Source: an optimization exercise on an open RTL-to-GDS flow (aim: small area, a short achievable clock period and few clock cycles per item). Production flows keep margins and buffers that such runs may drop. RTL that was checked went through simulation tests only; none was proved equivalent to the original. For runs 3 to 5, only the layout was checked, not whether the RTL still works.

==> flow/design.v, too long to show whole: its modules and the start of the top module <==
// module boothRows: 371 lines
// module csaAcc: 143 lines
// module peTop: 289 lines
module peTop (
	input wire clk,
	input wire rstN,
	input wire cmdValid,
	input wire [2:0] cmdOp,
	input wire [16-1:0] cmdData,
	output logic cmdReady,
	output logic outValid,
	output logic [16-1:0] outData,
	input wire outReady
);
  // ...
==> flow/run.sh <==
#!/bin/bash
# synth_recipe.tcl (not shown) runs the flow's synth.tcl, then flattens the netlist and writes it again
# the make line also repeats each setting of config.mk as NAME=value (left out here)
make -C /OpenROAD-flow-scripts/flow DESIGN_CONFIG=/design/flow/config.mk WORK_HOME=/design/flow/orfs CLKGATE_MAP_FILE= SYNTH_SCRIPT=/design/flow/synth_recipe.tcl finish
==> flow/config.mk <==
export PLATFORM = sky130hd
export DESIGN_NAME = peTop
export DESIGN_NICKNAME = peTop
export VERILOG_FILES = /design/flow/design.v
export SDC_FILE = /design/flow/constraint.sdc
export NUM_CORES = 4
export LEC_CHECK = 0
export ABC_CLOCK_PERIOD_IN_PS = 3000
export CAP_MARGIN = 20
export CORE_MARGIN = 2
export CORE_UTILIZATION = 40
export SETUP_SLACK_MARGIN = 5
export SLEW_MARGIN = 20
==> flow/constraint.sdc <==
create_clock -name core_clock -period 9.0 [get_ports {clk}]
set_input_delay 1.8000 -clock core_clock [delete_from_list [all_inputs] [get_ports {clk}]]
set_output_delay 1.8000 -clock core_clock [all_outputs]
set_load 0.01 [all_outputs]
==> summary.md, run 1 <==
| Metric | Value |
|---|---|
| Status | complete, no violations |
| Max-slew violation count | 0 |
| Metal-1 WL | 33500 um |
| Number of top-level pins | 41 |
| Multi-input gate area | 13900 um^2 |
| Finish-stage setup viols | 0 |
| CP delay by family, top | buffers and inverters |
| Leading cell types in the layout, fill and taps excluded | 466 x edfxtp_1, 143 x fa_1, 141 x inv_1 |
| Antenna Nets Post-Route | 0 |
| Worst setup path startpoint | stall |
| DR vias/cell | 5.48 |
| WHS | 0.358 ns |
| CTS Buffer Depth | 3 |
| Met2 WL post-DR | 37600 um |
| Number of global-route vias before repair | 20200 |
| Post-DP HPWL | 50800 um |
| Most frequent cell after synthesis | edfxtp_1 |
| Fill count | 7333 |
| Inverters | 143 |
| Mapped Avg Cell Area | 14.0 um^2 |
| Synth Area in Compound Gates | 8.89% |
| Max reg flops | 256 |
| Post-Synth XOR/XNOR Area | 5.72% |
| Clk_skew | 0.0371 ns |
| Cell Chain, Critical Path | inv_1 > buf_4 > clkdlybuf4s50_1 |
| Worst Hold End | clr3 |
Testbench counts, summed over its fixed seeds: cycles 7,706, results 384.
==> inputs of run 2 (changes only) <==
--- a/flow/config.mk
+++ b/flow/config.mk
@@ -7,3 +7,2 @@
 export LEC_CHECK = 0
-export ABC_CLOCK_PERIOD_IN_PS = 3000
 export CAP_MARGIN = 20
@@ -11,3 +10,2 @@
 export CORE_UTILIZATION = 40
-export SETUP_SLACK_MARGIN = 5
 export SLEW_MARGIN = 20
==> summary.md, run 2 <==
| Metric | Value |
|---|---|
| Number of global-route vias before repair | 20200 (unchanged) |
| Synth unique cells | 78 |
| WL/cell | 21.5 um |
| Critical Path RT | 9.48 ns |
| H-tree depth | 3 |
| Most frequent cell after synthesis | edfxtp_1 |
| DRC | 0 |
| RSZ-0062 raised after global routing | no |
| Number of synthesis warnings | 1 |
| Ranking of synthesized cells by area | edfxtp_1 42%, fa_1 8.5%, dfrtp_1 8.4%, mux4_2 7.5%, dfxtp_1 5.3% |
| Top reg by flops | wmem |
| Status | complete, no violations |
| Worst setup path startpoint | rem[0] |
| # diodes | 0 |
| CTS hold repair buffers | 0 |
| Critical Path Fanout Max | 28 |
| Clk_skew | 0.0380 ns (+0.000889 ns) |
| Pin count of the biggest net entering global routing | 69 |
| Reg-to-Reg End | outData[6] |
| Worst Max-Slew Pin Slew | 1.16 ns |
| Antenna violations before repair | 0 |
| Finish-stage setup viols | 0 (unchanged) |
| Post-synth top area cell | edfxtp_1 |
| Cell Area, Synth | 33500 um^2 |
| Total track usage | 17.9% |
| # nets final | 2668 |
| CP startpoint kind | flop |
| P&R area growth vs syn | 12.0% |
| Total of max-cap violations | 0 |
| Reg2reg setup slack | 5.08 ns |
| Max-slew violation count | 0 (unchanged) |
| CTS Buffer Depth | 3 (unchanged) |
| DR vias/cell | 5.50 (+0.31%) |
| Post-Syn Instances | 2403 |
| Commonest non-fill, non-tap cell in the layout | edfxtp_1 |
| Fmax | 0.255 GHz |
| Placed Cells | 3414 |
| Asr flop ratio synth | 16.9% |
| Post-DP HPWL | 50800 um (unchanged) |
| Critical path class | reg2reg |
| CTS tree | yes |
| Final min period | 3.92 ns |
| Clk slew on worst S/H paths | 0.06 ns |
| Min-delay src | clr2 |
| Mapped Avg Cell Area | 14.0 um^2 (unchanged) |
| Worst hold path class | reg2reg |
| Most used DFF post-synth | edfxtp_1 |
| Top cells by count, synth | 466 x edfxtp_1, 143 x fa_1, 141 x inv_1 |
| Global route total overflow | 0 |
| Antenna Nets Post-Route | 0 (unchanged) |
| WP data arrival | 4.40 ns |
| CTS Root Buffer Type | clkbuf_16 |
| First-pass GRT wire length | 119000 um |
| Normalized max-slew margin | 22.5% |
| Port Buffers | 40 |
| R2R cell count | 17 |
| Core box area | 83300 um^2 |
| Final hold viol count | 0 |
| Critical path capture point | outData[6] |
| Share of cells above drive strength 1 | 12.8% |
| Number of buffers created by CTS | 74 |
| Routability cong. | 0.873 |
| Post-CTS Resized | 0 |
| FF+latch count, synth | 667 |
| Setup TNS | 0 ns |
| Via Count | 19500 |
| Die X | 294 um |
| Seq/Total Area, Yosys | 55.4% |
| CP Capture Type | flop |
| Rows | 106 |
| Starting density of the core | 40.3% |
| DRT Pass-1 Iters | 6 |
| Leading cell types in the layout, fill and taps excluded | 466 x edfxtp_1, 143 x fa_1, 141 x inv_1 |
| Number of enable flip-flop cells after synthesis | 466 |
| CTS sink cnt | 667 |
| Skew-Pair Late Insertion Delay | 0.63 ns |
| Tcrit/Tclk final | 43.6% |
| Post-Layout Cell Count | 3551 |
| Regs by FF count | wmem (256), bmem (128) |
| Die H | 294 um |
| Post-CTS Setup Inserts | 0 |
| Max reg flops | 256 (unchanged) |
| Starting DRT DRC Count | 1777 |
| Number of top-level pins | 41 (unchanged) |
| Top cell type's share of synthesized area | 41.7% |
| R2R Path Start | rem[0] |
| Syn_nets | 2661 |
| Die footprint | 86100 um^2 |
| WL final | 76400 um |
==> run 2: metrics by stage <==
step / util (%) / setup slack [ns] / cell area [um^2] / hold WS (ns)
final: 45.1 / 5.08 / 37600 / 0.358
after global routing: 45.1 / 4.83 / 37600 / 0.373
after CTS: 45.1 / 5.05 / 37600 / 0.359
after detailed placement: 42.1 / 5.15 / 35000 / 0.340
after global placement: 42.1 / 5.24 / 35000 / 0.343
after floorplan: - / 5.10 / 33500 / 0.329
==> run 2: routing by layer <==
layer	track usage, %	share of wire [%]
met1	24.2	44
met2	29.7	49
met3	2.60	4.4
met4	5.97	2.6
met5	0	0
==> run 2: cell families (layout without fill, tap and decap cells) <==
family	after synthesis	count (layout)	share of synthesized area, %
multiplexers	144	144	8.53
AND/OR/NAND/NOR	412	412	6.14
buffers and inverters	289	357	3.33
flip-flops	667	667	55.4
AO/OA/AOI/OAI	437	437	8.89
XOR/XNOR	219	219	5.72
adder cells (fa/ha/maj)	235	235	12.0
==> run 2: critical path, stage by stage (launching register included) <==
cell      delay, ns
edfxtp_1       0.45
ha_1           0.30
nor2b_1        0.14
o31a_1         0.30
o311ai_1       0.45
nand4_1        0.20
nand2_1        0.11
buf_4          0.29
nand2_1        0.11
o21ai_0        0.13
ha_1           0.22
nand2b_1       0.10
a211o_1        0.29
nor2_1         0.18
o21ai_0        0.12
nand2_1        0.12
o21ai_0        0.10
a21oi_1        0.17
==> run 2: worst min-delay path by stage <==
stage                         to  slack [ns]  depth (start not counted)
floorplan           accU.row1[0]        0.33                          0
global placement            clr3        0.34                          0
detailed placement          clr3        0.34                          0
CTS                         clr3        0.36                          0
global route                clr3        0.37                          0
finish                      clr3        0.36                          0
==> run 2: layout make-up <==
type / count / area, um^2
repair buffers: 77 / 676
fillers: 7330 / 45700
flip-flops and latches: 667 / 18600
well taps: 1080 / 1350
clock inverters: 35 / 390
clock buffers: 102 / 2130
inverters: 143 / 537
multi-input cells: 1447 / 13900
==> module peTop, before the edit <==
module peTop (
	input wire clk,
	input wire rstN,
	input wire cmdValid,
	input wire [2:0] cmdOp,
	input wire [16-1:0] cmdData,
	output logic cmdReady,
	output logic outValid,
	output logic [16-1:0] outData,
	input wire outReady
);
	localparam logic [2:0] MA = 3'd0;
	localparam logic [2:0] MAB = 3'd1;
	localparam logic [2:0] BIAS = 3'd2;
	localparam logic [2:0] ACT = 3'd3;
	localparam logic [2:0] ACTCLR = 3'd4;
	localparam logic [2:0] LOAD = 3'd5;
	logic stall;
	logic v1;
	logic [2:0] op1;
	logic [15:0] d1;
	logic [15:0] wmem [16];
	logic [3:0] wRd;
	logic [3:0] wWr;
	logic wFull;
	logic [15:0] bmem [8];
	logic [2:0] bRd;
	logic [2:0] bWr;
	logic [3:0] bCnt;
	logic headIsR;
	logic rValid;
	logic [7:0] rQ;
	logic rNeg;
	logic act2;
	logic clr2;
	logic [15:0] a2;
	logic [7:0] bNeg2;
	logic [7:0] bOne2;
	logic [7:0] bTwo2;
	logic act3;
	logic clr3;
	logic [31:0] row0;
	logic [31:0] row1;
	logic [31:0] accS;
	logic [31:0] accC;
	logic busy;
	logic [3:0] cnt;
	logic dNeg;
	logic dClr;
	logic [15:0] rem;
	logic [15:0] dvs;
	logic [7:0] quo;
	wire go1 = v1 && !stall;
	wire isMA1 = (op1 == MA);
	wire isMAB1 = (op1 == MAB);
	wire isBIAS1 = (op1 == BIAS);
	wire isCLR1 = (op1 == ACTCLR);
	wire isLOAD1 = (op1 == LOAD);
	wire isAct1 = (op1 == ACT) || (op1 == ACTCLR);
	wire isMac1 = isMA1 || isMAB1 || isBIAS1;
	wire wLoad = go1 && isLOAD1 && !wFull;
	wire wAdv = go1 && isMac1;
	wire [3:0] wWrNext = wWr + 4'd1;
	always_ff @(posedge clk)
	begin
		if (wLoad)
			wmem[wWr] <= d1;
	end
	always_ff @(posedge clk or negedge rstN)
	begin
		if (!rstN)
		begin
			wRd <= '0;
			wWr <= '0;
			wFull <= 1'b0;
		end
		else
		begin
			if (wLoad)
				wWr <= wWrNext;
			if (wAdv)
			begin
				wRd <= wRd + 4'd1;
				wFull <= 1'b0;
			end
			else if (wLoad && (wWrNext == wRd))
				wFull <= 1'b1;
		end
	end
	wire bEmpty = (bCnt == 4'd0);
	wire bFull = bCnt[3];
	wire bPush = go1 && (isMA1 || isMAB1) && !bFull;
	wire bPop = go1 && isMAB1 && !bEmpty;
	wire bFlush = go1 && isCLR1;
	always_ff @(posedge clk)
	begin
		if (bPush)
			bmem[bWr] <= d1;
	end
	wire outFree = !outValid || outReady;
	wire lastStep = busy && (cnt == 4'd8);
	wire waitOut = busy && (cnt == 4'd9);
	wire divFinish = (lastStep || waitOut) && outFree;
	logic busyN;
	logic [3:0] cntN;
	always_comb
	begin
		busyN = busy;
		cntN = cnt;
		if (act3)
		begin
			busyN = 1'b1;
			cntN = '0;
		end
		else if (busy)
		begin
			if (divFinish)
				busyN = 1'b0;
			if (!waitOut)
				cntN = cnt + 4'd1;
		end
	end
	wire outValidN = divFinish || (outValid && !outReady);
	wire rDone = lastStep && dClr;
	wire headIsRN = bFlush ? 1'b1 : (bPop ? 1'b0 : headIsR);
	wire rValidN = bFlush ? 1'b0 : (rDone ? 1'b1 : rValid);
	wire act2N = go1 && isAct1;
	wire actOkN = !act2N && !act2 && (!busyN || (((cntN == 4'd7) || (cntN == 4'd8)) && !outValidN));
	wire pendRN = headIsRN && !rValidN;
	wire acceptNow = cmdValid && !stall;
	wire v1N = stall ? v1 : acceptNow;
	wire [2:0] op1N = stall ? op1 : cmdOp;
	wire stallN = v1N && (
		(((op1N == ACT) || (op1N == ACTCLR)) && !actOkN) ||
		(((op1N == MAB) || (op1N == ACTCLR)) && pendRN));
	assign cmdReady = !stall;
	always_ff @(posedge clk or negedge rstN)
	begin
		if (!rstN)
		begin
			stall <= 1'b0;
			v1 <= 1'b0;
			bRd <= '0;
			bWr <= '0;
			bCnt <= '0;
			headIsR <= 1'b0;
			rValid <= 1'b0;
		end
		else
		begin
			stall <= stallN;
			v1 <= v1N;
			headIsR <= headIsRN;
			rValid <= rValidN;
			if (bFlush)
			begin
				bRd <= bWr;
				bWr <= bWr + 3'd1;
				bCnt <= 4'd1;
			end
			else
			begin
				if (bPush)
					bWr <= bWr + 3'd1;
				if (bPop)
					bRd <= bRd + 3'd1;
				bCnt <= bCnt + {3'd0, bPush} - {3'd0, bPop};
			end
		end
	end
	always_ff @(posedge clk)
	begin
		if (!stall)
		begin
			op1 <= cmdOp;
			d1 <= cmdData;
		end
	end
	wire [15:0] rVal = rNeg ? -{8'd0, rQ} : {8'd0, rQ};
	wire [15:0] head = headIsR ? rVal : bmem[bRd];
	wire [15:0] opA = !wAdv ? 16'd0 : (isMAB1 ? (bEmpty ? 16'd0 : head) : d1);
	wire [15:0] w = wmem[wRd];
	wire [16:0] wx = {w, 1'b0};
	logic [7:0] bNeg;
	logic [7:0] bOne;
	logic [7:0] bTwo;
	always_comb
	begin
		for (int j = 0; j < 8; j++)
		begin
			bNeg[j] = wx[2*j+2];
			bOne[j] = wx[2*j+1] ^ wx[2*j];
			bTwo[j] = (wx[2*j+2] && !wx[2*j+1] && !wx[2*j]) || (!wx[2*j+2] && wx[2*j+1] && wx[2*j]);
		end
	end
	wire [31:0] prodRow0;
	wire [31:0] prodRow1;
	boothRows mulU (
		.a(a2), .bNeg(bNeg2), .bOne(bOne2), .bTwo(bTwo2),
		.row0(prodRow0), .row1(prodRow1)
	);
	wire [31:0] accSNext;
	wire [31:0] accCNext;
	csaAcc accU (
		.row0(row0), .row1(row1), .sIn(accS), .cIn(accC),
		.sOut(accSNext), .cOut(accCNext)
	);
	always_ff @(posedge clk)
	begin
		bNeg2 <= bNeg;
		bOne2 <= bOne;
		bTwo2 <= bTwo;
		row0 <= prodRow0;
		row1 <= prodRow1;
	end
	always_ff @(posedge clk or negedge rstN)
	begin
		if (!rstN)
		begin
			act2 <= 1'b0;
			clr2 <= 1'b0;
			act3 <= 1'b0;
			clr3 <= 1'b0;
			a2 <= '0;
			accS <= '0;
			accC <= '0;
		end
		else
		begin
			act2 <= act2N;
			clr2 <= isCLR1;
			act3 <= act2;
			clr3 <= clr2;
			a2 <= opA;
			accS <= act3 ? 32'd0 : accSNext;
			accC <= act3 ? 32'd0 : accCNext;
		end
	end
	wire [31:0] acc = accS + accC;
	wire ovf = !((&acc[31:23]) || !(|acc[31:23]));
	wire [15:0] xSat = ovf ? (acc[31] ? 16'h8000 : 16'h7fff) : acc[23:8];
	wire [15:0] mag = dNeg ? -rem : rem;
	wire [17:0] trial = {1'b0, rem, 1'b0} - {2'b0, dvs};
	wire qBit = !trial[17];
	wire [7:0] quoStep = {quo[6:0], qBit};
	wire [7:0] quoFin = waitOut ? quo : quoStep;
	wire [15:0] yFin = dNeg ? -{8'd0, quoFin} : {8'd0, quoFin};
	always_ff @(posedge clk)
	begin
		if (act3)
		begin
			rem <= xSat;
			dNeg <= xSat[15];
			dClr <= clr3;
		end
		else if (busy && (cnt == 4'd0))
		begin
			rem <= mag;
			dvs <= mag + 16'd256;
		end
		else if (busy && !waitOut)
		begin
			rem <= qBit ? trial[15:0] : {rem[14:0], 1'b0};
			quo <= quoStep;
		end
		if (rDone)
		begin
			rQ <= quoStep;
			rNeg <= dNeg;
		end
		if (divFinish)
			outData <= yFin;
	end
	always_ff @(posedge clk or negedge rstN)
	begin
		if (!rstN)
		begin
			busy <= 1'b0;
			cnt <= '0;
			outValid <= 1'b0;
		end
		else
		begin
			busy <= busyN;
			cnt <= cntN;
			outValid <= outValidN;
		end
	end
endmodule
==> inputs of run 3 (changes only) <==
--- a/flow/design.v
+++ b/flow/design.v
@@ -564,2 +564,5 @@
 	logic [31:0] accC;
+	logic outVal;
+	logic outValidQ;
+	assign outValid = outValidQ;
 	logic busy;
@@ -618,6 +621,6 @@
 	end
-	wire outFree = !outValid || outReady;
-	wire lastStep = busy && (cnt == 4'd8);
-	wire waitOut = busy && (cnt == 4'd9);
-	wire divFinish = (lastStep || waitOut) && outFree;
+	wire outFree = !outVal || outReady;
+	wire lastStep = busy && (cnt == 4'd9);
+	wire waitOut = busy && (cnt == 4'd10);
+	wire divFinish = waitOut && outFree;
 	logic busyN;
@@ -641,3 +644,3 @@
 	end
-	wire outValidN = divFinish || (outValid && !outReady);
+	wire outValidN = divFinish || (outVal && !outReady);
 	wire rDone = lastStep && dClr;
@@ -646,3 +649,3 @@
 	wire act2N = go1 && isAct1;
-	wire actOkN = !act2N && !act2 && (!busyN || (((cntN == 4'd7) || (cntN == 4'd8)) && !outValidN));
+	wire actOkN = !act2N && !act2 && (!busyN || (((cntN == 4'd9) || (cntN == 4'd10)) && !outValidN));
 	wire pendRN = headIsRN && !rValidN;
@@ -654,3 +657,4 @@
 		(((op1N == MAB) || (op1N == ACTCLR)) && pendRN));
-	assign cmdReady = !stall;
+	logic rdyQ;
+	assign cmdReady = rdyQ;
 	always_ff @(posedge clk or negedge rstN)
@@ -660,2 +664,3 @@
 			stall <= 1'b0;
+			rdyQ <= 1'b1;
 			v1 <= 1'b0;
@@ -670,2 +675,3 @@
 			stall <= stallN;
+			rdyQ <= !stallN;
 			v1 <= v1N;
@@ -758,4 +764,4 @@
 	wire [31:0] acc = accS + accC;
-	wire ovf = !((&acc[31:23]) || !(|acc[31:23]));
-	wire [15:0] xSat = ovf ? (acc[31] ? 16'h8000 : 16'h7fff) : acc[23:8];
+	wire ovf = !((&dvs[15:7]) || !(|dvs[15:7]));
+	wire [15:0] xSat = ovf ? (dvs[15] ? 16'h8000 : 16'h7fff) : {dvs[7:0], rem[15:8]};
 	wire [15:0] mag = dNeg ? -rem : rem;
@@ -764,4 +770,3 @@
 	wire [7:0] quoStep = {quo[6:0], qBit};
-	wire [7:0] quoFin = waitOut ? quo : quoStep;
-	wire [15:0] yFin = dNeg ? -{8'd0, quoFin} : {8'd0, quoFin};
+	wire [15:0] yFin = dNeg ? -{8'd0, quo} : {8'd0, quo};
 	always_ff @(posedge clk)
@@ -770,4 +775,3 @@
 		begin
-			rem <= xSat;
-			dNeg <= xSat[15];
+			{dvs, rem} <= acc;
 			dClr <= clr3;
@@ -776,2 +780,7 @@
 		begin
+			rem <= xSat;
+			dNeg <= xSat[15];
+		end
+		else if (busy && (cnt == 4'd1))
+		begin
 			rem <= mag;
@@ -798,3 +807,4 @@
 			cnt <= '0;
-			outValid <= 1'b0;
+			outVal <= 1'b0;
+			outValidQ <= 1'b0;
 		end
@@ -804,3 +814,4 @@
 			cnt <= cntN;
-			outValid <= outValidN;
+			outVal <= outValidN;
+			outValidQ <= outValidN;
 		end
==> summary.md, run 3 <==
| Metric | Value |
|---|---|
| Commonest non-fill, non-tap cell in the layout | edfxtp_1 |
| Clk_skew | 0.0462 ns (+0.00822 ns) |
| Post-synth top area cell | edfxtp_1 |
| Core box area | 83300 um^2 (unchanged) |
| Routability cong. | 0.860 (-1.5%) |
| H-tree depth | 3 (unchanged) |
| Clk slew on worst S/H paths | 0.06 ns (about the same) |
| Number of enable flip-flop cells after synthesis | 466 (unchanged) |
| Min-delay src | clr2 |
| CTS tree | yes |
| Placed Cells | 3418 (+0.12%) |
| CTS Buffer Depth | 3 (unchanged) |
| Number of global-route vias before repair | 19900 (-1.1%) |
| Starting DRT DRC Count | 1668 (-6.1%) |
| CTS hold repair buffers | 0 (unchanged) |
| Post-CTS Setup Inserts | 0 (unchanged) |
| Final min period | 3.61 ns (-0.315 ns) |
| Number of buffers created by CTS | 75 (+1.4%) |
| P&R area growth vs syn | 12.3% |
| # nets final | 2675 (+0.26%) |
| Rows | 106 (unchanged) |
| Critical Path RT | 9.54 ns (+0.06 ns) |
| CTS sink cnt | 668 (+0.15%) |
| Top cell type's share of synthesized area | 41.7% (about the same) |
| Top cells by count, synth | 466 x edfxtp_1, 144 x fa_1, 144 x inv_1 |
| Ranking of synthesized cells by area | edfxtp_1 42%, fa_1 8.6%, dfrtp_1 8.4%, mux4_2 7.5%, dfxtp_1 5.3% |
| Critical path class | reg2reg |
| DRT Pass-1 Iters | 6 (unchanged) |
| Asr flop ratio synth | 17.1% (+0.12 points) |
| Regs by FF count | wmem (256), bmem (128) |
| Reg-to-Reg End | bCnt[2] |
| Number of top-level pins | 41 (unchanged) |
| WL/cell | 21.1 um (-1.7%) |
| Reg2reg setup slack | 5.39 ns (+0.31 ns) |
| R2R cell count | 10 (-7) |
| Post-Syn Instances | 2402 (-0.042%) |
| Status | complete, no violations |
| Most frequent cell after synthesis | edfxtp_1 |
| Finish-stage setup viols | 0 (unchanged) |
| Via Count | 19300 (-1.2%) |
| Synth unique cells | 77 (-1.3%) |
| Syn_nets | 2662 (+0.038%) |
| CTS Root Buffer Type | clkbuf_16 |
| Worst hold path class | reg2reg |
| Global route total overflow | 0 (unchanged) |
| Antenna violations before repair | 0 (unchanged) |
| Cell Area, Synth | 33500 um^2 (about the same) |
| Worst setup margin | 5.39 ns (+0.315 ns) |
| Max reg flops | 256 (unchanged) |
| R2R Path Start | stall |
| DRC | 0 (unchanged) |
| Final Util | 45.2% (+0.12 points) |
| Top reg by flops | wmem |
| WP data arrival | 4.15 ns (-0.25 ns) |
| Fmax | 0.277 GHz (+8.7%) |
| Seq/Total Area, Yosys | 55.5% (+0.072 points) |
| Mapped Avg Cell Area | 14.0 um^2 (about the same) |
| WL final | 75300 um (-1.5%) |
| RSZ-0062 raised after global routing | no |
| Post-Layout Cell Count | 3559 (+0.23%) |
| Number of synthesis warnings | 1 (unchanged) |
| Max-slew violation count | 0 (unchanged) |
| Die X | 294 um (about the same) |
| Total of max-cap violations | 0 (unchanged) |
| Post-CTS Resized | 0 (unchanged) |
| FF+latch count, synth | 668 (+0.15%) |
| Port Buffers | 40 (unchanged) |
| Worst Hold Depth | 0 (unchanged) |
| Skew-Pair Late Insertion Delay | 0.66 ns (+0.03 ns) |
| Worst Max-Slew Pin Slew | 1.10 ns (-0.0630 ns) |
| First-pass GRT wire length | 117000 um (-1.9%) |
| Die H | 294 um (about the same) |
| CP startpoint kind | flop |
| Starting density of the core | 40.3% (about the same) |
| Leading cell types in the layout, fill and taps excluded | 466 x edfxtp_1, 144 x inv_1, 144 x fa_1 |
| Post-DP HPWL | 50200 um (-1.2%) |
| Die footprint | 86200 um^2 (about the same) |
| Total track usage | 17.6% (-0.29 points) |
| Setup WS pre-CTS | 4.63 ns (-0.519 ns) |
| Antenna Nets Post-Route | 0 (unchanged) |
| Worst Hold End | clr3 |
| CP Capture Type | flop |
| Tcrit/Tclk final | 40.1% (-3.5 points) |
| Critical Path Fanout Max | 18 (-36%) |
| Pin count of the biggest net entering global routing | 84 (+22%) |
| DR vias/cell | 5.42 (-1.4%) |
| Share of cells above drive strength 1 | 12.6% (-0.20 points) |
| Normalized max-slew margin | 26.7% (+4.2 points) |
| Final hold viol count | 0 (unchanged) |
| Most used DFF post-synth | edfxtp_1 |
| Setup TNS | 0 ns (unchanged) |
==> run 3: changes by cell type after synthesis, moves of 7 or more <==
| cell | change |
|---|---|
| nand2_1 | -16 |
| a21o_1 | +7 |
| and3_1 | -8 |
| xor2_1 | -17 |
| o211ai_1 | -10 |
| xnor2_1 | +20 |
| o21ai_0 | -8 |
| buf_2 | -9 |
| or3_1 | +9 |
==> run 3: final cells by class <==
cell class              count  area, um^2
repair buffers             79         691
fillers                  7399       45600
well taps                1080        1350
flip-flops and latches    668       18600
inverters                 146         548
multi-input cells        1445       13900
clock buffers              92        2020
diodes                      1        2.50
clock inverters            48         562
==> run 3: cell families (layout without fill, tap and decap cells) <==
family | after synthesis | after routing | synth area share [%]
compound gates | 423 | 423 | 8.50
xor+xnor | 222 | 222 | 5.80
fa+ha+maj | 237 | 237 | 12.1
buf+inv | 289 | 365 | 3.28
flops | 668 | 668 | 55.5
mux | 144 | 144 | 8.53
other cells | 0 | 1 | 0
simple gates | 419 | 419 | 6.32
==> run 3: metal layers <==
layer  global-route usage (%)  wire length, um
met3                     2.58             3540
met2                     29.7            37100
met1                     23.5            32500
met4                     5.80             2070
met5                        0                0
==> run 3: how the worst max path moves through the flow <==
stage               startpoint       to  slack (ns)  cells after the start
finish                   stall  bCnt[2]        5.39                     10
CTS                   outReady    stall        5.25                      8
floorplan             outReady    stall        4.90                      7
detailed placement    outReady    stall        4.63                      8
global route             stall  bCnt[2]        5.07                     10
global placement      outReady    stall        4.66                      8
==> run 3: metrics by stage <==
stage | hold WS, ns | cell area (um^2)
global placement | 0.345 | 35100
finish | 0.352 | 37700
detailed placement | 0.341 | 35100
global route | 0.361 | 37700
CTS | 0.354 | 37600
floorplan | 0.329 | 33500
==> run 3: worst max-delay path, stage by stage, from the launching register on <==
cell     delay [ns]
dfrtp_1        0.46
inv_1          0.67
nand2_1        0.33
nor4_1         0.78
inv_1          0.11
ha_1           0.32
inv_1          0.04
ha_1           0.21
fa_1           0.41
xnor2_1        0.15
nor2_1         0.05
==> inputs of run 4 (changes only) <==
--- a/flow/design.v
+++ b/flow/design.v
@@ -622,5 +622,10 @@
 	wire outFree = !outVal || outReady;
-	wire lastStep = busy && (cnt == 4'd9);
-	wire waitOut = busy && (cnt == 4'd10);
+	wire lastStep = busy && (cnt == 4'd8);
+	wire waitOut = busy && (cnt == 4'd9);
 	wire divFinish = waitOut && outFree;
+	logic capPend;
+	logic capClr;
+	wire capReq = act3 || capPend;
+	wire capNow = capReq && (!busy || divFinish);
+	wire capPendN = capReq && !capNow;
 	logic busyN;
@@ -631,3 +636,3 @@
 		cntN = cnt;
-		if (act3)
+		if (capNow)
 		begin
@@ -649,3 +654,6 @@
 	wire act2N = go1 && isAct1;
-	wire actOkN = !act2N && !act2 && (!busyN || (((cntN == 4'd9) || (cntN == 4'd10)) && !outValidN));
+	wire sumWaitN = capPendN || act2N || act2;
+	wire divSoonN = !busyN || (((cntN == 4'd7) || (cntN == 4'd8) || (cntN == 4'd9)) && !outValidN);
+	wire actOkN = !sumWaitN;
+	wire macOkN = !sumWaitN || divSoonN;
 	wire pendRN = headIsRN && !rValidN;
@@ -656,2 +664,3 @@
 		(((op1N == ACT) || (op1N == ACTCLR)) && !actOkN) ||
+		(((op1N == MA) || (op1N == MAB) || (op1N == BIAS)) && !macOkN) ||
 		(((op1N == MAB) || (op1N == ACTCLR)) && pendRN));
@@ -729,3 +738,4 @@
 	csaAcc accU (
-		.row0(row0), .row1(row1), .sIn(accS), .cIn(accC),
+		.row0(row0), .row1(row1),
+		.sIn(capNow ? 32'd0 : accS), .cIn(capNow ? 32'd0 : accC),
 		.sOut(accSNext), .cOut(accCNext)
@@ -751,2 +761,3 @@
 			accC <= '0;
+			capPend <= 1'b0;
 		end
@@ -759,4 +770,5 @@
 			a2 <= opA;
-			accS <= act3 ? 32'd0 : accSNext;
-			accC <= act3 ? 32'd0 : accCNext;
+			accS <= accSNext;
+			accC <= accCNext;
+			capPend <= capPendN;
 		end
@@ -767,2 +779,3 @@
 	wire [15:0] mag = dNeg ? -rem : rem;
+	wire q7 = |mag[15:8];
 	wire [17:0] trial = {1'b0, rem, 1'b0} - {2'b0, dvs};
@@ -774,5 +787,7 @@
 		if (act3)
+			capClr <= clr3;
+		if (capNow)
 		begin
 			{dvs, rem} <= acc;
-			dClr <= clr3;
+			dClr <= act3 ? clr3 : capClr;
 		end
@@ -785,4 +800,5 @@
 		begin
-			rem <= mag;
+			rem <= q7 ? {mag[15:8] - 8'd1, mag[7:0]} : {mag[14:0], 1'b0};
 			dvs <= mag + 16'd256;
+			quo <= {7'd0, q7};
 		end
==> flow/flow/run.sh (new file) <==
#!/bin/bash
set -euo pipefail
MARGIN=$(cat flow/margin.txt)
bash standard.sh synth > synth.log 2>&1
bash standard.sh SETUP_SLACK_MARGIN="$MARGIN" finish > layout.log 2>&1
==> flow/flow/margin.txt (new file) <==
6.0
==> flow/standard.sh (new file) <==
#!/bin/bash
# synth_recipe.tcl (not shown) runs the flow's synth.tcl, then flattens the netlist and writes it again
# the make line also repeats each setting of config.mk as NAME=value (left out here)
make -C /OpenROAD-flow-scripts/flow DESIGN_CONFIG=/design/flow/config.mk WORK_HOME=/design/flow/orfs CLKGATE_MAP_FILE= SYNTH_SCRIPT=/design/flow/synth_recipe.tcl "${@:-finish}"
removed: flow/run.sh
==> summary.md, run 4 <==
| Metric | Value |
|---|---|
| Normalized max-slew margin | 29.6% (+2.9 points) |
| Worst Hold Depth | 0 (unchanged) |
| Post-DP HPWL | 52900 um (+5.4%) |
| Top cell type's share of synthesized area | 41.2% (-0.49 points) |
| Finish-stage setup viols | 0 (unchanged) |
| Number of enable flip-flop cells after synthesis | 466 (unchanged) |
| Rows | 106 (unchanged) |
| RSZ-0062 raised after global routing | yes |
| Port Buffers | 40 (unchanged) |
| Commonest non-fill, non-tap cell in the layout | edfxtp_1 |
| DR vias/cell | 5.47 (+0.80%) |
| # diodes | 0 (-1) |
| Clk_skew | 0.0462 ns (-0.0000144 ns) |
| Top reg by flops | wmem |
| Starting DRT DRC Count | 1612 (-3.4%) |
| WP data arrival | 3.73 ns (-0.42 ns) |
| Total track usage | 19.5% (+1.8 points) |
| Worst Max-Slew Pin Slew | 1.06 ns (-0.0425 ns) |
| Number of global-route vias before repair | 21900 (+9.6%) |
| CP Capture Type | flop |
| Asr flop ratio synth | 17.2% (+0.098 points) |
| Syn_nets | 2717 (+2.1%) |
| Final Util | 48.2% (+3.0 points) |
| Status | complete, no violations |
| # nets final | 2854 (+6.7%) |
| Top cells by count, synth | 466 x edfxtp_1, 145 x inv_1, 144 x fa_1 |
| DRT Pass-1 Iters | 5 (-1) |
| Global route total overflow | 0 (unchanged) |
| Share of cells above drive strength 1 | 26.5% (+14 points) |
| Die footprint | 87200 um^2 (+1.2%) |
| First-pass GRT wire length | 129000 um (+11%) |
| Worst hold path class | reg2reg |
| Antenna Nets Post-Route | 0 (unchanged) |
| Number of synthesis warnings | 1 (unchanged) |
| CTS Buffer Depth | 3 (unchanged) |
| Setup TNS | 0 ns (unchanged) |
| P&R area growth vs syn | 19.2% |
| Leading cell types in the layout, fill and taps excluded | 466 x edfxtp_1, 136 x inv_1, 136 x buf_4 |
| Core box area | 83800 um^2 (+0.64%) |
| CTS sink cnt | 670 (+0.30%) |
| Seq/Total Area, Yosys | 55.0% (-0.51 points) |
| Total of max-cap violations | 0 (unchanged) |
| CTS Root Buffer Type | clkbuf_16 |
| Regs by FF count | wmem (256), bmem (128) |
| R2R cell count | 11 (+1) |
| DRC | 0 (unchanged) |
| Ranking of synthesized cells by area | edfxtp_1 41%, fa_1 8.5%, dfrtp_1 8.4%, mux4_2 7.5%, dfxtp_1 5.3% |
| Die H | 295 um (+0.58%) |
| Critical path class | reg2reg |
| CP startpoint kind | flop |
| Final hold viol count | 0 (unchanged) |
| FF+latch count, synth | 670 (+0.30%) |
| Tcrit/Tclk final | 37.5% (-2.6 points) |
| Max-slew violation count | 0 (unchanged) |
| Cell Area, Synth | 33900 um^2 (+1.2%) |
| Antenna violations before repair | 0 (unchanged) |
| Mapped Avg Cell Area | 13.8 um^2 (-1.0%) |
| Most frequent cell after synthesis | edfxtp_1 |
| Via Count | 20700 (+7.3%) |
| Critical Path RT | 9.36 ns (-0.18 ns) |
| Starting density of the core | 40.5% (+0.22 points) |
| Post-synth top area cell | edfxtp_1 |
| WL final | 84000 um (+12%) |
| Skew-Pair Late Insertion Delay | 0.64 ns (-0.02 ns) |
| Pin count of the biggest net entering global routing | 72 (-14%) |
| Number of buffers created by CTS | 73 (-2.7%) |
| Post-Syn Instances | 2456 (+2.2%) |
| WL/cell | 22.2 um (+4.9%) |
| Clk slew on worst S/H paths | 0.06 ns (about the same) |
| Die X | 295 um (+0.58%) |
| H-tree depth | 3 (unchanged) |
| Number of top-level pins | 41 (unchanged) |
| Fmax | 0.296 GHz (+6.8%) |
| Most used DFF post-synth | edfxtp_1 |
| Synth unique cells | 77 (unchanged) |
| Final min period | 3.38 ns (-0.230 ns) |
| CTS tree | yes |
| Routability cong. | 0.878 (+2.1%) |
| Max reg flops | 256 (unchanged) |
| Critical Path Fanout Max | 4 (-14) |
==> run 4: repair_timing <==
item / in CTS / in global routing
gates resized for setup: 267 / 133
cloned: 9 / 2
setup buffers: 91 / 32
hold buffers: 0 / 0
setup endpoints to repair: 216 / 192
pin swaps: 85 / 107
==> run 4: layout make-up <==
class                           instances  area (um^2)
Tap cell                             1134         1420
Sequential cell                       670        18800
Multi-Input combinational cell       1493        15200
Timing Repair Buffer                  208         1930
Clock inverter                         36          492
Fill cell                            7286        43400
Clock buffer                          100         2050
Inverter                              147          569
==> run 4: cells by family after synthesis <==
logic type               synth area share, %
flip-flops                              55.0
AND/OR/NAND/NOR                         6.41
AO/OA/AOI/OAI                           8.41
buffers and inverters                   3.37
adder cells (fa/ha/maj)                 12.0
XOR/XNOR                                6.19
multiplexers                            8.67
==> run 4: path summary, 6_finish.rpt <==
| kind | from | end | slack, ns |
|---|---|---|---|
| max | rem[7] | rem[2] | 5.62 |
| min | clr2 | clr3 | 0.35 |
| max reg2reg | rem[7] | rem[2] | 5.62 |
| min reg2reg | clr2 | clr3 | 0.35 |
| max in group asynchronous | rstN | wRd[0] | 6.61 |
| min in group asynchronous | rstN | accC[1] | 1.18 |
==> run 4: critical path, cell delays in order, from the launching register on <==
cell and delay (ns):
edfxtp_1 0.43, or4_4 0.58, buf_4 0.18, o41ai_4 0.27, buf_4 0.19, xnor2_2 0.11
nor2_2 0.20, nand3_2 0.13, nor2_4 0.22, mux4_2 0.55, o211ai_1 0.11, o2111ai_1 0.13
==> run 4: per-layer routing <==
| metal | track usage [%] | vias to the layer above | part of all wire (%) |
|---|---|---|---|
| li1 | - | 9190 | - |
| met1 | 25.5 | 10700 | 42 |
| met2 | 32.6 | 615 | 49 |
| met3 | 3.02 | 185 | 5.2 |
| met4 | 7.66 | 0 | 3.6 |
| met5 | 0 | - | 0 |
==> run 4: metrics by stage <==
stage                     worst slack, ns  std cells  hold WS (ns)  instance area [um^2]
after floorplan                      5.35       2456         0.329                 34200
after global placement               4.27       3516         0.337                 35600
after detailed placement             4.23       3516         0.343                 35600
after CTS                            5.59       3752         0.356                 39600
after global routing                 5.51       3788         0.361                 40400
final                                5.62       3788         0.352                 40400
==> inputs of run 5 (changes only) <==
--- a/flow/design.v
+++ b/flow/design.v
@@ -564,2 +564,3 @@
 	logic [31:0] accC;
+	logic accZ;
 	logic outVal;
@@ -567,2 +568,5 @@
 	assign outValid = outValidQ;
+	logic [7:0] outLo;
+	logic outHi;
+	assign outData = {{8{outHi}}, outLo};
 	logic busy;
@@ -628,3 +632,3 @@
 	wire capReq = act3 || capPend;
-	wire capNow = capReq && (!busy || divFinish);
+	wire capNow = capReq && (!busy || (waitOut && !outVal));
 	wire capPendN = capReq && !capNow;
@@ -739,3 +743,3 @@
 		.row0(row0), .row1(row1),
-		.sIn(capNow ? 32'd0 : accS), .cIn(capNow ? 32'd0 : accC),
+		.sIn((capNow || accZ) ? 32'd0 : accS), .cIn((capNow || accZ) ? 32'd0 : accC),
 		.sOut(accSNext), .cOut(accCNext)
@@ -744,2 +748,4 @@
 	begin
+		accS <= accSNext;
+		accC <= accCNext;
 		bNeg2 <= bNeg;
@@ -759,4 +765,3 @@
 			a2 <= '0;
-			accS <= '0;
-			accC <= '0;
+			accZ <= 1'b1;
 			capPend <= 1'b0;
@@ -770,4 +775,3 @@
 			a2 <= opA;
-			accS <= accSNext;
-			accC <= accCNext;
+			accZ <= 1'b0;
 			capPend <= capPendN;
@@ -778,4 +782,5 @@
 	wire [15:0] xSat = ovf ? (dvs[15] ? 16'h8000 : 16'h7fff) : {dvs[7:0], rem[15:8]};
-	wire [15:0] mag = dNeg ? -rem : rem;
-	wire q7 = |mag[15:8];
+	wire xNeg = xSat[15];
+	wire q7 = xNeg ? (!(&xSat[15:8]) || (xSat[7:0] == 8'd0)) : (|xSat[15:8]);
+	wire [15:0] mag = rem + {15'd0, dNeg};
 	wire [17:0] trial = {1'b0, rem, 1'b0} - {2'b0, dvs};
@@ -795,4 +800,5 @@
 		begin
-			rem <= xSat;
-			dNeg <= xSat[15];
+			rem <= xSat ^ {16{xNeg}};
+			dNeg <= xNeg;
+			quo <= {7'd0, q7};
 		end
@@ -800,5 +806,4 @@
 		begin
-			rem <= q7 ? {mag[15:8] - 8'd1, mag[7:0]} : {mag[14:0], 1'b0};
+			rem <= quo[0] ? {mag[15:8] - 8'd1, mag[7:0]} : {mag[14:0], 1'b0};
 			dvs <= mag + 16'd256;
-			quo <= {7'd0, q7};
 		end
@@ -815,3 +820,6 @@
 		if (divFinish)
-			outData <= yFin;
+		begin
+			outLo <= yFin[7:0];
+			outHi <= yFin[15];
+		end
 	end
==> flow/flow/margin.txt (replaced) <==
5.8
==> summary.md, run 5 <==
| Metric | Value |
|---|---|
| Post-synth top area cell | edfxtp_1 |
| Total track usage | 19.1% (-0.38 points) |
| Ranking of synthesized cells by area | edfxtp_1 41%, dfxtp_1 9.0%, fa_1 8.5%, mux4_2 7.4%, xnor2_1 3.7% |
| Post-DP HPWL | 54900 um (+3.8%) |
| Cell Area, Synth | 33900 um^2 (about the same) |
| Die footprint | 87200 um^2 (about the same) |
| P&R area growth vs syn | 13.5% |
| CTS Buffer Depth | 3 (unchanged) |
| Critical Path Fanout Max | 4 (unchanged) |
| Final hold viol count | 0 (unchanged) |
| Synth unique cells | 77 (unchanged) |
| Tcrit/Tclk final | 35.8% (-1.8 points) |
| Post-Layout Cell Count | 3828 (+1.1%) |
| Die H | 295 um (about the same) |
| Clk_skew | 0.0387 ns (-0.00745 ns) |
| Setup TNS | 0 ns (unchanged) |
| First-pass GRT wire length | 127000 um (-1.5%) |
| Antenna Nets Post-Route | 0 (unchanged) |
| Status | complete, no violations |
| Worst hold path class | reg2reg |
| WL final | 82200 um (-2.2%) |
| Critical Path RT | 7.20 ns (-2.16 ns) |
| Seq/Total Area, Yosys | 53.6% (-1.4 points) |
| Setup WS pre-CTS | 4.94 ns (+0.706 ns) |
| Via Count | 20600 (-0.76%) |
| CTS Root Buffer Type | clkbuf_16 |
| Post-Syn Instances | 2596 (+5.7%) |
| CP startpoint kind | flop |
| Routability cong. | 0.885 (+0.81%) |
| Antenna violations before repair | 1 (+1) |
| Top cells by count, synth | 460 x edfxtp_1, 252 x inv_1, 153 x dfxtp_1 |
| Most frequent cell after synthesis | edfxtp_1 |
| Core box area | 83800 um^2 (unchanged) |
| Skew-Pair Late Insertion Delay | 0.65 ns (about the same) |
| Critical path class | reg2out |
| Most used DFF post-synth | edfxtp_1 |
| Top cell type's share of synthesized area | 40.7% (-0.54 points) |
| # nets final | 2900 (+1.6%) |
| Fmax | 0.311 GHz (+4.9%) |
| FF+latch count, synth | 665 (-0.75%) |
| RSZ-0062 raised after global routing | yes |
| Fill count | 7476 (+2.6%) |
| Number of buffers created by CTS | 71 (-2.7%) |
| Port Buffers | 40 (unchanged) |
| Pin count of the biggest net entering global routing | 69 (-4.2%) |
| DR vias/cell | 5.37 (-1.8%) |
| Placed Cells | 3649 (+3.8%) |
| Top reg by flops | wmem |
| DRT Pass-1 Iters | 5 (unchanged) |
| Max reg flops | 256 (unchanged) |
| Number of enable flip-flop cells after synthesis | 460 (-1.3%) |
| CTS sink cnt | 665 (-0.75%) |
| WHS | 0.378 ns (+0.0257 ns) |
| H-tree depth | 3 (unchanged) |
| WP data arrival | 1.42 ns (-2.31 ns) |
| DRC | 0 (unchanged) |
| Normalized max-slew margin | 26.7% (-2.9 points) |
| Leading cell types in the layout, fill and taps excluded | 460 x edfxtp_1, 250 x inv_1, 144 x fa_1 |
| Asr flop ratio synth | 7.82% (-9.3 points) |
| Mapped Avg Cell Area | 13.1 um^2 (-5.4%) |
| Starting density of the core | 40.5% (about the same) |
| Share of cells above drive strength 1 | 15.9% (-11 points) |
| Number of synthesis warnings | 1 (unchanged) |
| CTS hold repair buffers | 0 (unchanged) |
| CTS tree | yes |
| Commonest non-fill, non-tap cell in the layout | edfxtp_1 |
| Die X | 295 um (about the same) |
| Syn_nets | 2860 (+5.3%) |
| # diodes | 0 (unchanged) |
| Worst Max-Slew Pin Slew | 1.10 ns (+0.0435 ns) |
| Regs by FF count | wmem (256), bmem (128) |
| Worst setup margin | 5.78 ns (+0.158 ns) |
| Finish-stage setup viols | 0 (unchanged) |
| Number of global-route vias before repair | 21300 (-2.6%) |
| Starting DRT DRC Count | 1722 (+6.8%) |
| Final min period | 3.22 ns (-0.158 ns) |
| Clk slew on worst S/H paths | 0.06 ns (about the same) |
| Global route total overflow | 0 (unchanged) |
| Max-slew violation count | 0 (unchanged) |
| Rows | 106 (unchanged) |
| Number of top-level pins | 41 (unchanged) |
| WL/cell | 21.5 um (-3.2%) |
| CP Capture Type | output pin |
| Total of max-cap violations | 0 (unchanged) |
==> run 5: what timing repair did <==
action,in CTS,in global routing
setup endpoints to repair,487,82
pin swaps,3,10
setup buffers,17,30
gates resized for setup,95,54
==> run 5: routing by layer <==
metal	vias up	share of wire, %	global-route usage (%)
met5	-	0	0
met4	0	3.1	6.60
met3	157	5.0	2.92
met2	575	49	31.4
met1	10500	43	25.8
li1	9346	-	-
==> run 5: path summary, 6_finish.rpt <==
| kind | start | endpoint | slack [ns] | cells past startpoint |
|---|---|---|---|---|
| hold / removal | clr2 | clr3 | 0.38 | 0 |
| min in group asynchronous | rstN | bWr[2] | 1.29 | 2 |
| setup / recovery | outHi | outData[14] | 5.78 | 3 |
| hold reg to reg | clr2 | clr3 | 0.38 | 0 |
| setup reg to reg | a2[12] | accU.row1[17] | 5.80 | 9 |
| max in group asynchronous | rstN | wRd[0] | 7.15 | 2 |
==> run 5: layout make-up <==
| class | instances | area [um^2] | area share [%] |
|---|---|---|---|
| well taps | 1134 | 1420 | 3.68 |
| multi-input cells | 1513 | 14400 | 37.3 |
| flip-flops and latches | 665 | 18300 | 47.4 |
| repair buffers | 132 | 1120 | 2.92 |
| clock inverters | 40 | 498 | 1.29 |
| inverters | 253 | 957 | 2.48 |
| clock buffers | 91 | 1890 | 4.91 |
==> run 5: metrics by stage <==
stage / instance area (um^2) / util, %
finish: 38500 / 46.0
global route: 38500 / 46.0
CTS: 38100 / 45.4
detailed placement: 35500 / 42.3
global placement: 35400 / 42.3
floorplan: 34000 / -
==> run 5: worst max-delay path, stage by stage (launching register included) <==
cell	delay, ns
edfxtp_1	0.41
buf_4	0.15
buf_6	0.11
buf_2	0.13
==> run 5: logic make-up after synthesis <==
family          after synthesis  share of synthesized area [%]
compound gates              426                           8.29
mux                         152                           8.67
fa+ha+maj                   241                           12.1
simple gates                464                           6.64
flops                       665                           53.6
xor+xnor                    229                           5.93
other cells                   1                         0.0111
buf+inv                     418                           4.79

re-timing with driven ports:
The results above use ideal ports. As a check the final layouts listed here were re-extracted and re-timed, cells and wires unchanged.
Step 1, drivers: a clkbuf_16 drives clk and a buf_2 each remaining input, both assumed.
Step 2 times the ports against the registers' clock, not the clock port: input delays grow and output delays shrink by t, the midpoint of the rising clock arrivals with the driver on.
Three values: ideal, step 1, step 2; two values: the first two.
run | t (ns) | setup WS [ns] | hold WS [ns] | clock arrival spread, ns
run 1 | 0.679 | 5.093 / 5.029 / 5.244 | 0.358 / 0.358 / 0.358 | 0.039 / 0.040
run 2 | 0.676 | 5.078 / 5.033 / 5.078 | 0.358 / 0.358 / 0.358 | 0.040 / 0.040
run 3 | 0.699 | 5.392 / 5.392 / 4.881 | 0.352 / 0.352 / 0.352 | 0.050 / 0.050
run 4 | 0.683 | 5.623 / 5.623 / 5.120 | 0.352 / 0.352 / 0.352 | 0.046 / 0.046
run 5 | 0.689 | 5.781 / 5.718 / 5.324 | 0.378 / 0.378 / 0.378 | 0.045 / 0.045
After both steps setup and hold are still met in every run listed. For run 3, which loses most, drivers alone change the setup slack by 0.000 ns; drivers and shift together by -0.511 ns.
